Source: an optimization exercise on an open RTL-to-GDS flow (aim: small area and few clock cycles per item). Production flows keep margins and buffers that such runs may drop. At most, simulation tests tie the RTL to the original design; equivalence was not proved.

==> run a: inputs <==
## epoch_seconds_calendar_converter
module epoch_seconds_calendar_converter (
  input  logic        clk,
  input  logic        rst_n,
  input  logic        in_valid,
  output logic        in_ready,
  input  logic        in_op,
  input  logic [31:0] in_epoch_seconds,
  input  logic [7:0]  in_year,
  input  logic [3:0]  in_month,
  input  logic [4:0]  in_day,
  input  logic [4:0]  in_hour,
  input  logic [5:0]  in_minute,
  input  logic [5:0]  in_second,
  output logic        out_valid,
  input  logic        out_ready,
  output logic [31:0] res_seconds,
  output logic [7:0]  res_year,
  output logic [3:0]  res_month,
  output logic [4:0]  res_day,
  output logic [4:0]  res_hour,
  output logic [5:0]  res_minute,
  output logic [5:0]  res_second,
  output logic [1:0]  status
);
Settings: LEC_CHECK=0, CAP_MARGIN=20, CORE_MARGIN=2, CORE_UTILIZATION=40, CTS_BUF_LIST=sky130_fd_sc_hd__clkbuf_8, SLEW_MARGIN=20; clock period 8.0 ns.
standard.sh (not shown) runs the stock make flow with config.mk's settings and CLKGATE_MAP_FILE= SYNTH_SCRIPT=/design/flow/synth_recipe.tcl, a recipe that flattens the netlist after the stock synthesis.
==> flow/flow/run.sh <==
#!/bin/bash
# The standard layout (bash standard.sh) with two changes:
#  - synthesis skips the ABC pass inside Yosys's generic synth script (SYNTH_ARGS=-noabc),
#    so the full adders that extract_fa finds keep the polarity the RTL gives them
#    (the final technology mapping by ABC still runs);
#  - the port buffers that global placement inserts are sky130_fd_sc_hd__buf_1.
# Each step's full output goes to its own log file here; ORFS keeps its per-step logs
# under orfs/logs/.
set -euo pipefail
export BUFFER_PORTS_ARGS="-buffer_cell sky130_fd_sc_hd__buf_1"
bash standard.sh "SYNTH_ARGS=-noabc" synth > synth.log 2>&1
bash standard.sh "SYNTH_ARGS=-noabc" "BUFFER_PORTS_ARGS=$BUFFER_PORTS_ARGS" finish > layout.log 2>&1
==> run b (differences from run a) <==
--- a/flow/design.v
+++ b/flow/design.v
@@ -317,25 +317,24 @@
   assign s = {w27, w25, w23, w21, w13, w9, w5, ~w1};
 endmodule
 module escc_sum_days (
   input  logic [7:0] y,
   input  logic [8:0] cum,
   input  logic [4:0] dm1,
   input  logic [0:0] c0,
-  input  logic [0:0] c1,
   output logic [15:0] s
 );
   wire w1 = y[0] ^ y[2] ^ cum[0];
   wire w2 = (y[0] & y[2]) | (y[0] & cum[0]) | (y[2] & cum[0]);
-  wire w3 = dm1[0] ^ c0[0] ^ c1[0];
-  wire w4 = (dm1[0] & c0[0]) | (dm1[0] & c1[0]) | (c0[0] & c1[0]);
+  wire w3 = dm1[0] ^ c0[0] ^ w1;
+  wire w4 = (dm1[0] & c0[0]) | (dm1[0] & w1) | (c0[0] & w1);
   wire w5 = y[1] ^ y[3] ^ cum[1];
   wire w6 = (y[1] & y[3]) | (y[1] & cum[1]) | (y[3] & cum[1]);
-  wire w7 = dm1[1] ^ w2 ^ w4;
-  wire w8 = (dm1[1] & w2) | (dm1[1] & w4) | (w2 & w4);
+  wire w7 = dm1[1] ^ w2 ^ w5;
+  wire w8 = (dm1[1] & w2) | (dm1[1] & w5) | (w2 & w5);
   wire w9 = y[2] ^ y[0] ^ y[4];
   wire w10 = (y[2] & y[0]) | (y[2] & y[4]) | (y[0] & y[4]);
   wire w11 = cum[2] ^ dm1[2] ^ w6;
   wire w12 = (cum[2] & dm1[2]) | (cum[2] & w6) | (dm1[2] & w6);
   wire w13 = w9 ^ w8 ^ w11;
   wire w14 = (w9 & w8) | (w9 & w11) | (w8 & w11);
   wire w15 = y[3] ^ y[1] ^ y[0];
@@ -406,63 +405,61 @@
   wire w80 = (w72 & w77) | (w72 & w74) | (w77 & w74);
   wire w81 = y[7] ^ y[6] ^ y[4];
   wire w82 = (y[7] & y[6]) | (y[7] & y[4]) | (y[6] & y[4]);
   wire w83 = w78 ^ w81 ^ w80;
   wire w84 = (w78 & w81) | (w78 & w80) | (w81 & w80);
   wire w85 = y[7] ^ y[5] ^ w82;
   wire w86 = (y[7] & y[5]) | (y[7] & w82) | (y[5] & w82);
-  wire w87 = w1 ^ w3;
-  wire w88 = w1 & w3;
-  wire w89 = w5 ^ w7 ^ w88;
-  wire w90 = (w5 & w7) | (w5 & w88) | (w7 & w88);
-  wire w91 = w13 ^ w90;
-  wire w92 = w13 & w90;
-  wire w93 = w21 ^ w92;
-  wire w94 = w21 & w92;
-  wire w95 = w22 ^ w29 ^ w94;
-  wire w96 = (w22 & w29) | (w22 & w94) | (w29 & w94);
-  wire w97 = w30 ^ w37 ^ w96;
-  wire w98 = (w30 & w37) | (w30 & w96) | (w37 & w96);
-  wire w99 = w38 ^ w45 ^ w98;
-  wire w100 = (w38 & w45) | (w38 & w98) | (w45 & w98);
-  wire w101 = w46 ^ w53 ^ w100;
-  wire w102 = (w46 & w53) | (w46 & w100) | (w53 & w100);
-  wire w103 = w54 ^ w61 ^ w102;
-  wire w104 = (w54 & w61) | (w54 & w102) | (w61 & w102);
-  wire w105 = w69 ^ w104;
-  wire w106 = w69 & w104;
-  wire w107 = w70 ^ w75;
-  wire w108 = w70 & w75;
-  wire w109 = w76 ^ w79 ^ w108;
-  wire w110 = (w76 & w79) | (w76 & w108) | (w79 & w108);
-  wire w111 = w83 ^ w110;
-  wire w112 = w83 & w110;
-  wire w113 = w84 ^ w85 ^ w112;
-  wire w114 = (w84 & w85) | (w84 & w112) | (w85 & w112);
-  wire w115 = y[6] ^ w86 ^ w114;
-  wire w116 = (y[6] & w86) | (y[6] & w114) | (w86 & w114);
-  wire w117 = y[7] ^ w116;
-  wire w118 = w70 ^ w75 ^ 1'b1;
-  wire w119 = (w70 & w75) | (w70 & 1'b1) | (w75 & 1'b1);
-  wire w120 = w76 ^ w79 ^ w119;
-  wire w121 = (w76 & w79) | (w76 & w119) | (w79 & w119);
-  wire w122 = w83 ^ w121;
-  wire w123 = w83 & w121;
-  wire w124 = w84 ^ w85 ^ w123;
-  wire w125 = (w84 & w85) | (w84 & w123) | (w85 & w123);
-  wire w126 = y[6] ^ w86 ^ w125;
-  wire w127 = (y[6] & w86) | (y[6] & w125) | (w86 & w125);
-  wire w128 = y[7] ^ w127;
-  wire w129 = (w118 & w106) | (w107 & ~w106);
-  wire w130 = (w120 & w106) | (w109 & ~w106);
-  wire w131 = (w122 & w106) | (w111 & ~w106);
-  wire w132 = (w124 & w106) | (w113 & ~w106);
-  wire w133 = (w126 & w106) | (w115 & ~w106);
-  wire w134 = (w128 & w106) | (w117 & ~w106);
-  assign s = {w134, w133, w132, w131, w130, w129, w105, w103, w101, w99, w97, w95, w93, w91, w89, w87};
+  wire w87 = w4 ^ w7;
+  wire w88 = w4 & w7;
+  wire w89 = w13 ^ w88;
+  wire w90 = w13 & w88;
+  wire w91 = w21 ^ w90;
+  wire w92 = w21 & w90;
+  wire w93 = w22 ^ w29 ^ w92;
+  wire w94 = (w22 & w29) | (w22 & w92) | (w29 & w92);
+  wire w95 = w30 ^ w37 ^ w94;
+  wire w96 = (w30 & w37) | (w30 & w94) | (w37 & w94);
+  wire w97 = w38 ^ w45 ^ w96;
+  wire w98 = (w38 & w45) | (w38 & w96) | (w45 & w96);
+  wire w99 = w46 ^ w53 ^ w98;
+  wire w100 = (w46 & w53) | (w46 & w98) | (w53 & w98);
+  wire w101 = w54 ^ w61 ^ w100;
+  wire w102 = (w54 & w61) | (w54 & w100) | (w61 & w100);
+  wire w103 = w69 ^ w102;
+  wire w104 = w69 & w102;
+  wire w105 = w70 ^ w75;
+  wire w106 = w70 & w75;
+  wire w107 = w76 ^ w79 ^ w106;
+  wire w108 = (w76 & w79) | (w76 & w106) | (w79 & w106);
+  wire w109 = w83 ^ w108;
+  wire w110 = w83 & w108;
+  wire w111 = w84 ^ w85 ^ w110;
+  wire w112 = (w84 & w85) | (w84 & w110) | (w85 & w110);
+  wire w113 = y[6] ^ w86 ^ w112;
+  wire w114 = (y[6] & w86) | (y[6] & w112) | (w86 & w112);
+  wire w115 = y[7] ^ w114;
+  wire w116 = w70 ^ w75 ^ 1'b1;
+  wire w117 = (w70 & w75) | (w70 & 1'b1) | (w75 & 1'b1);
+  wire w118 = w76 ^ w79 ^ w117;
+  wire w119 = (w76 & w79) | (w76 & w117) | (w79 & w117);
+  wire w120 = w83 ^ w119;
+  wire w121 = w83 & w119;
+  wire w122 = w84 ^ w85 ^ w121;
+  wire w123 = (w84 & w85) | (w84 & w121) | (w85 & w121);
+  wire w124 = y[6] ^ w86 ^ w123;
+  wire w125 = (y[6] & w86) | (y[6] & w123) | (w86 & w123);
+  wire w126 = y[7] ^ w125;
+  wire w127 = (w116 & w104) | (w105 & ~w104);
+  wire w128 = (w118 & w104) | (w107 & ~w104);
+  wire w129 = (w120 & w104) | (w109 & ~w104);
+  wire w130 = (w122 & w104) | (w111 & ~w104);
+  wire w131 = (w124 & w104) | (w113 & ~w104);
+  wire w132 = (w126 & w104) | (w115 & ~w104);
+  assign s = {w132, w131, w130, w129, w128, w127, w103, w101, w99, w97, w95, w93, w91, w89, w87, w3};
 endmodule
 module escc_sum_sod (
   input  logic [4:0] h,
   input  logic [5:0] mi,
   input  logic [5:0] sc,
   output logic [16:0] s
 );
@@ -950,21 +947,16 @@
   logic [24:0] a;
   logic [19:0] qs;
   logic [15:0] q_a;
   logic        bad_a;
   assign a = epoch_seconds[31:7];
   escc_sum_q u_q (.a(a), .s(qs));
   assign q_a = qs[19] ? 16'd0 : qs[18:3];    
-  logic feb, short_m;
-  assign feb     = (month == 4'd2);
-  assign short_m = feb || (month == 4'd4) || (month == 4'd6) || (month == 4'd9) ||
-                   (month == 4'd11);
   assign bad_a = (year > escc_pkg::MAX_YEAR_OFS) || (month == 4'd0) || (month > 4'd12) ||
-                 (day == 5'd0) || ((day == 5'd31) && short_m) || ((day == 5'd30) && feb) ||
-                 ((day == 5'd29) && feb && !escc_pkg::is_leap(year)) ||
+                 (day == 5'd0) || (day > escc_pkg::month_days(year, month)) ||
                  (hour > 5'd23) || (minute > 6'd59) || (second > 6'd59);
   logic        op_b, bad_b;
   logic [33:0] r1;
   always_ff @(posedge clk) begin
     if (en) begin
       op_b  <= op;
       bad_b <= bad_a;
@@ -990,25 +982,25 @@
   logic [3:0]  m_b;
   logic [4:0]  d_b, h_b;
   logic [5:0]  mi_b, s_b;
   logic [8:0]  cum;
   logic [15:0] days1_b;
   logic [16:0] sod1_b;
   assign {y_b, m_b, d_b, h_b, mi_b, s_b} = r1;
-  assign cum = escc_pkg::month_start(m_b);
-  escc_sum_days u_days1 (.y(y_b), .cum(cum), .dm1(d_b - 5'd1), .c0(y_b[1:0] == 2'd3),
-                         .c1(escc_pkg::is_leap(y_b) && (m_b > 4'd2)), .s(days1_b));
+  assign cum = escc_pkg::month_start(m_b) + 9'(escc_pkg::is_leap(y_b) && (m_b > 4'd2));
+  escc_sum_days u_days1 (.y(y_b), .cum(cum), .dm1(d_b - 5'd1), .c0(y_b[1:0] == 2'd3), .s(days1_b));
   escc_sum_sod u_sod1 (.h(h_b), .mi(mi_b), .sc(s_b), .s(sod1_b));
-  logic        op_c;
-  logic [36:0] r2, r2_op0;
-  assign r2_op0 = {q_b[11:0], q4_b, rest_b, lo_b, e_b};
+  logic        op_c, bad_c;
+  logic [36:0] r2;
   always_ff @(posedge clk) begin
     if (en) begin
-      op_c <= op_b;
-      r2   <= {r2_op0[36:34], op_b ? {bad_b, days1_b, sod1_b} : r2_op0[33:0]};
+      op_c  <= op_b;
+      bad_c <= bad_b;
+      r2    <= op_b ? {4'd0, days1_b, sod1_b}
+                    : {q_b[11:0], q4_b, rest_b, lo_b, e_b};
     end
   end
   logic [11:0] q_c;
   logic [5:0]  q4_c;
   logic [10:0] rest_c;
   logic [6:0]  lo_c;
   logic        e_c;
@@ -1037,29 +1029,28 @@
   logic [4:0]  hour_c;
   escc_sum_hh u_hh (.r(rest_c), .s(hs));
   assign hh = hs[6:1];
   escc_sum_rs u_rs (.x({rest_c[5:0], lo_c}), .h(hh), .s(rs));
   assign eh     = (rs >= 13'd3600);
   assign rsec_c = eh ? 12'(rs - 13'd3600) : rs[11:0];
   assign hour_c = 5'(hh + 6'(eh) - (e_c ? 6'd24 : 6'd0));
-  logic        bad_c;
   logic [15:0] days1_c;
   logic [16:0] sod1_c;
   logic [32:0] tot_c;
-  assign bad_c   = r2[33];
   assign days1_c = r2[32:17];
   assign sod1_c  = r2[16:0];
   escc_sum_tot u_tot (.days(days1_c), .sod(sod1_c), .s(tot_c));
-  logic        op_d;
-  logic [34:0] r3, r3_op0;
-  assign r3_op0 = {q4_c, cnt, doy_c, hour_c, rsec_c};
+  logic        op_d, bad_d;
+  logic [34:0] r3;
   always_ff @(posedge clk) begin
     if (en) begin
-      op_d <= op_c;
-      r3   <= {r3_op0[34], op_c ? {bad_c, tot_c} : r3_op0[33:0]};
+      op_d  <= op_c;
+      bad_d <= bad_c;
+      r3    <= op_c ? {2'd0, tot_c}
+                    : {q4_c, cnt, doy_c, hour_c, rsec_c};
     end
   end
   logic [5:0]  q4_d;
   logic [2:0]  cnt_d;
   logic [7:0]  yr_d;
   logic [8:0]  doy_d;
   logic        leap_d;
@@ -1093,15 +1084,15 @@
     res_month   = '0;
     res_day     = '0;
     res_hour    = '0;
     res_minute  = '0;
     res_second  = '0;
     status      = escc_pkg::ST_OK;
     if (op_d) begin
-      if (r3[33])        status = escc_pkg::ST_RANGE;
+      if (bad_d)         status = escc_pkg::ST_RANGE;
       else if (r3[32])   status = escc_pkg::ST_OVF;
       else               res_seconds = r3[31:0];
     end else begin
       res_year   = yr_d;
       res_month  = mon;
       res_day    = mday;
       res_hour   = hour_d;
==> flow_metrics.tcl <==
set metrics [dict create \
    pre_cts_ws_ns 0.0567 \
    synth_area_um2 16500 \
    met3_length_mm 1.23 \
    min_period_over_period 0.932 \
    hold_slack_ns 0.421 \
    final_cell_mix "fa_1 (298), inv_1 (263), ha_1 (154), buf_1 (139), edfxtp_1 (112)" \
    outcome "complete, no violations" \
    wl_per_cell_um 15.7 \
]
Source of the figures above: run b

==> flow_metrics.tcl <==
set metrics [dict create \
    path_depth 23 \
    port_buffers 140 \
    min_period_over_period 0.931 \
    met3_length_mm 1.12 \
    hold_slack_ns 0.483 \
    finalInstanceArea_um2 17700 \
    wl_per_cell_um 15.5 \
    pre_cts_ws_ns 0.0153 \
    r2r-start "u_dp.r2[18]$_DFFE_PP_" \
    synth_area_um2 16100 \
    outcome "complete, no violations" \
]
Source of the figures above: run a

Testbench counts of run a, summed over its fixed seeds: cycles 3,224, items 3,200.
The RTL of run b was laid out without a check of its function.

## what the ideal ports hide
Ports are ideal in the flow. The routed layouts listed here were re-timed in OpenROAD.
Step 1 (the two cells are an assumption about what drives the block):
set clk [get_ports {clk}]
set_driving_cell -lib_cell sky130_fd_sc_hd__clkbuf_16 $clk
set_driving_cell -lib_cell sky130_fd_sc_hd__buf_2 [delete_from_list [all_inputs] $clk]
Step 2 also shifts input and output timing later by t, the mid clock arrival at the registers, as if the neighbouring blocks saw the same clock.
Slacks: ideal / step 1 / step 2; pairs: ideal / step 1.
run	t, ns	slack for setup (ns)	worst slew at a driven data input, ns
run a	0.502	0.555 / 0.579 / 0.077	0.03
run b	0.517	0.545 / 0.570 / 0.053	0.04
After both steps setup and hold are still met in every run listed. The setup slack of run b, which loses most, moves by +0.025 ns with the drivers and by -0.492 ns with both steps.
